This design comes from an exercise in tuning for small area on the open sky130 flow, not from production work. Where RTL was checked, it was by simulation tests only, not by an equivalence proof against the original. Power figures rest on the tool's default switching activity, not on a simulated workload.

## the previous run
Design mas_prog_loader, start of the top module:
module mas_prog_loader #(
  parameter int unsigned       DATA_W   = 16,
  parameter int unsigned       ADDR_W   = 8,
  parameter logic [3:0]        END_OP   = 4'hF,
  parameter logic [DATA_W-1:0] NOP_WORD = '0
) (
  input  logic              clk,
  input  logic              rstz,
  input  logic              pg,
  input  logic              pg_valid,
  input  logic [DATA_W-1:0] pg_instr,
  output logic              pg_ready,
  input  logic              fetch_en,
  input  logic [ADDR_W-1:0] fetch_addr,
  output logic [DATA_W-1:0] fetch_instr,
  output logic              fetch_valid,
  output logic [ADDR_W:0]   prog_len,
  output logic              prog_done,
  output logic              prog_err
);
  localparam int unsigned DEPTH = 2 ** ADDR_W;
  logic              load_q;
  logic              done_q;
  logic              err_q;
  logic              pg_q;
  logic [ADDR_W-1:0] wr_ptr_q;
  logic [ADDR_W:0]   prog_len_q;
  logic [DATA_W-1:0] fetch_instr_q;
  logic              fetch_valid_q;
  logic [DATA_W-1:0] mem_n_q [DEPTH];
  logic              accept;
  logic              is_end;
  logic              last_slot;
  logic              start;
  logic              finish;
  logic [ADDR_W:0]   wr_inc;
  logic              in_prog;
  logic [DEPTH-1:0]  wrow;
  logic [DEPTH-1:0]  rrow_n;
  logic [DATA_W-1:0] rd_data;
  assign accept    = load_q && pg && pg_valid;
  assign is_end    = (pg_instr[DATA_W-1 -: 4] == END_OP);
  assign last_slot = &wr_ptr_q;
  assign start     = pg && !load_q && (!(done_q || err_q) || !pg_q);
  assign finish    = load_q && (!pg || (pg_valid && (is_end || last_slot)));
  assign wr_inc    = {1'b0, wr_ptr_q} + (ADDR_W + 1)'(1);
  assign in_prog   = ({1'b0, fetch_addr} < prog_len_q);
  assign pg_ready    = load_q && pg;
  assign fetch_instr = fetch_instr_q;
  assign fetch_valid = fetch_valid_q;
  assign prog_len    = prog_len_q;
  ...
==> module mas_prog_loader, before the edit <==
module mas_prog_loader #(
  parameter int unsigned       DATA_W   = 16,
  parameter int unsigned       ADDR_W   = 8,
  parameter logic [3:0]        END_OP   = 4'hF,
  parameter logic [DATA_W-1:0] NOP_WORD = '0
) (
  input  logic              clk,
  input  logic              rstz,
  input  logic              pg,
  input  logic              pg_valid,
  input  logic [DATA_W-1:0] pg_instr,
  output logic              pg_ready,
  input  logic              fetch_en,
  input  logic [ADDR_W-1:0] fetch_addr,
  output logic [DATA_W-1:0] fetch_instr,
  output logic              fetch_valid,
  output logic [ADDR_W:0]   prog_len,
  output logic              prog_done,
  output logic              prog_err
);
  localparam int unsigned DEPTH = 2 ** ADDR_W;
  logic              load_q;
  logic              done_q;
  logic              err_q;
  logic              pg_q;
  logic [ADDR_W-1:0] wr_ptr_q;
  logic [ADDR_W:0]   prog_len_q;
  logic [DATA_W-1:0] fetch_instr_q;
  logic              fetch_valid_q;
  logic [DATA_W-1:0] mem_n_q [DEPTH];
  logic              accept;
  logic              is_end;
  logic              last_slot;
  logic              start;
  logic              finish;
  logic [ADDR_W:0]   wr_inc;
  logic              in_prog;
  logic [DEPTH-1:0]  wrow;
  logic [DEPTH-1:0]  rrow_n;
  logic [DATA_W-1:0] rd_data;
  assign accept    = load_q && pg && pg_valid;
  assign is_end    = (pg_instr[DATA_W-1 -: 4] == END_OP);
  assign last_slot = &wr_ptr_q;
  assign start     = pg && !load_q && (!(done_q || err_q) || !pg_q);
  assign finish    = load_q && (!pg || (pg_valid && (is_end || last_slot)));
  assign wr_inc    = {1'b0, wr_ptr_q} + (ADDR_W + 1)'(1);
  assign in_prog   = ({1'b0, fetch_addr} < prog_len_q);
  assign pg_ready    = load_q && pg;
  assign fetch_instr = fetch_instr_q;
  assign fetch_valid = fetch_valid_q;
  assign prog_len    = prog_len_q;
  assign prog_done   = done_q;
  assign prog_err    = err_q;
  logic [15:0] wlo, whi, rlo, rhi;
  always_comb begin
    for (int j = 0; j < 16; j++) begin
      wlo[j] = (wr_ptr_q[3:0] == 4'(j));
      whi[j] = accept && (wr_ptr_q[7:4] == 4'(j));
      rlo[j] = (fetch_addr[3:0] == 4'(j));
      rhi[j] = (fetch_addr[7:4] == 4'(j));
    end
  end
  for (genvar i = 0; i < DEPTH; i++) begin : g_dec
    mpl_and2  u_wrow (.a(whi[i / 16]), .b(wlo[i % 16]), .y(wrow[i]));
    mpl_nand2 u_rrow (.a(rhi[i / 16]), .b(rlo[i % 16]), .y(rrow_n[i]));
  end
  for (genvar b = 0; b < DATA_W; b++) begin : g_col
    logic [DEPTH-1:0] col_n;
    for (genvar i = 0; i < DEPTH; i++) begin : g_bit
      assign col_n[i] = mem_n_q[i][b];
    end
    mpl_rd_col u_col (.en(in_prog), .sel_n(rrow_n), .d_n(col_n), .y(rd_data[b]));
  end
  for (genvar i = 0; i < DEPTH; i++) begin : g_row
    always_ff @(posedge clk) begin
      if (wrow[i]) begin
        mem_n_q[i] <= ~pg_instr;
      end
    end
  end
  always_ff @(posedge clk) begin
    if (!load_q) begin
      wr_ptr_q <= '0;
    end else if (accept) begin
      wr_ptr_q <= wr_inc[ADDR_W-1:0];
    end
  end
  always_ff @(posedge clk or negedge rstz) begin
    if (!rstz) begin
      load_q     <= 1'b0;
      done_q     <= 1'b0;
      err_q      <= 1'b0;
      pg_q       <= 1'b0;
      prog_len_q <= '0;
    end else begin
      pg_q <= pg;
      if (start) begin
        load_q <= 1'b1;
        done_q <= 1'b0;
        err_q  <= 1'b0;
      end else if (finish) begin
        load_q     <= 1'b0;
        done_q     <= pg && is_end;
        err_q      <= !pg || !is_end;
        prog_len_q <= pg ? wr_inc : {1'b0, wr_ptr_q};
      end
    end
  end
  always_ff @(posedge clk or negedge rstz) begin
    if (!rstz) begin
      fetch_instr_q <= NOP_WORD;
      fetch_valid_q <= 1'b0;
    end else begin
      fetch_valid_q <= done_q && !pg && fetch_en;
      fetch_instr_q <= rd_data;
    end
  end
endmodule
==> module mpl_rd_col, before the edit <==
module mpl_rd_col (
  input  logic         en,
  input  logic [255:0] sel_n,
  input  logic [255:0] d_n,
  output logic         y
);
  logic [127:0] l1;   
  logic [31:0]  l2;   
  logic [7:0]   l3;   
  logic [1:0]   l4;   
  for (genvar k = 0; k < 128; k++) begin : g_l1
    mpl_oai22 u (.a0(sel_n[2*k]), .b0(d_n[2*k]), .a1(sel_n[2*k+1]),
                 .b1(d_n[2*k+1]), .y(l1[k]));
  end
  for (genvar k = 0; k < 32; k++) begin : g_l2
    assign l2[k] = ~|l1[4*k +: 4];
  end
  for (genvar k = 0; k < 8; k++) begin : g_l3
    assign l3[k] = ~&l2[4*k +: 4];
  end
  for (genvar k = 0; k < 2; k++) begin : g_l4
    assign l4[k] = ~|l3[4*k +: 4];
  end
  assign y = en & ~&l4;
endmodule
Settings: LEC_CHECK=0, CAP_MARGIN=20, CORE_MARGIN=2, CORE_UTILIZATION=70, CTS_BUF_LIST=sky130_fd_sc_hd__clkbuf_16, CTS_CLUSTER_DIAMETER=80, CTS_CLUSTER_SIZE=30, GPL_TIMING_DRIVEN=0, PLACE_DENSITY=0.8, SLEW_MARGIN=20, SYNTH_HIERARCHICAL=1; clock period 7.0 ns.
run.sh (not shown) runs the stock make flow with config.mk's settings and CLKGATE_MAP_FILE= SYNTH_SCRIPT=/design/flow/synth_recipe.tcl, a recipe that flattens the netlist after the stock synthesis.
The following lists how the current run was set up differently from the previous run:
--- a/flow/design.v
+++ b/flow/design.v
@@ -57,7 +57,7 @@
       wlo[j] = (wr_ptr_q[3:0] == 4'(j));
       whi[j] = accept && (wr_ptr_q[7:4] == 4'(j));
       rlo[j] = (fetch_addr[3:0] == 4'(j));
-      rhi[j] = (fetch_addr[7:4] == 4'(j));
+      rhi[j] = in_prog && (fetch_addr[7:4] == 4'(j));
     end
   end
   for (genvar i = 0; i < DEPTH; i++) begin : g_dec
@@ -69,7 +69,7 @@
     for (genvar i = 0; i < DEPTH; i++) begin : g_bit
       assign col_n[i] = mem_n_q[i][b];
     end
-    mpl_rd_col u_col (.en(in_prog), .sel_n(rrow_n), .d_n(col_n), .y(rd_data[b]));
+    mpl_rd_col u_col (.sel_n(rrow_n), .d_n(col_n), .y(rd_data[b]));
   end
   for (genvar i = 0; i < DEPTH; i++) begin : g_row
     always_ff @(posedge clk) begin
@@ -117,7 +117,6 @@
   end
 endmodule
 module mpl_rd_col (
-  input  logic         en,
   input  logic [255:0] sel_n,
   input  logic [255:0] d_n,
   output logic         y
@@ -139,7 +138,7 @@
   for (genvar k = 0; k < 2; k++) begin : g_l4
     assign l4[k] = ~|l3[4*k +: 4];
   end
-  assign y = en & ~&l4;
+  assign y = ~&l4;
 endmodule
 module mpl_oai22 (
   input  logic a0, b0, a1, b1,
Findings:
In the current run the implementation ran to completion but is not tape-out ready, as the final checks report setup timing. | delay contributed by the slowest stage of the critical path | lower: the current run |. Looking at the previous run and the current run, the cell area is a wash. From the previous run to the current run the numbers moved as follows: area of the die saw little to no change; wire length saw a decrease; final cell count without fillers saw a decrease; area after detailed placement saw little to no change; sequential power share saw an increase.
The RTL of the current run was laid out without a check of its function.

==> separate check: timing with driven ports <==
In the flow no input, the clock included, has a driving cell. The finished layouts below were timed again as built, in two steps. Step 1, drivers: a clkbuf_16 drives clk and a buf_2 each remaining input, both assumed. Step 2 also shifts input and output timing later by t, the mid clock arrival at the registers, as if the neighbouring blocks saw the same clock. Three values: no drivers, after step 1, after step 2; two values: the first two.
run	shift t [ns]	setup WS [ns]	hold slack, ns	slew at the worst register clock pin (ns)	worst slew at a driven data input, ns
the previous run	0.971	0.594 / 0.544 / -0.427	0.402 / 0.333 / 0.573	0.12 / 0.12	0.19
the current run	0.954	-0.194 / -0.129 / -1.082	0.425 / 0.368 / 0.564	0.12 / 0.12	0.05
Met with ideal ports but missed after step 2: setup timing in the previous run. The setup slack of the previous run, which loses most, moves by -0.050 ns with the drivers and by -1.021 ns with both steps.
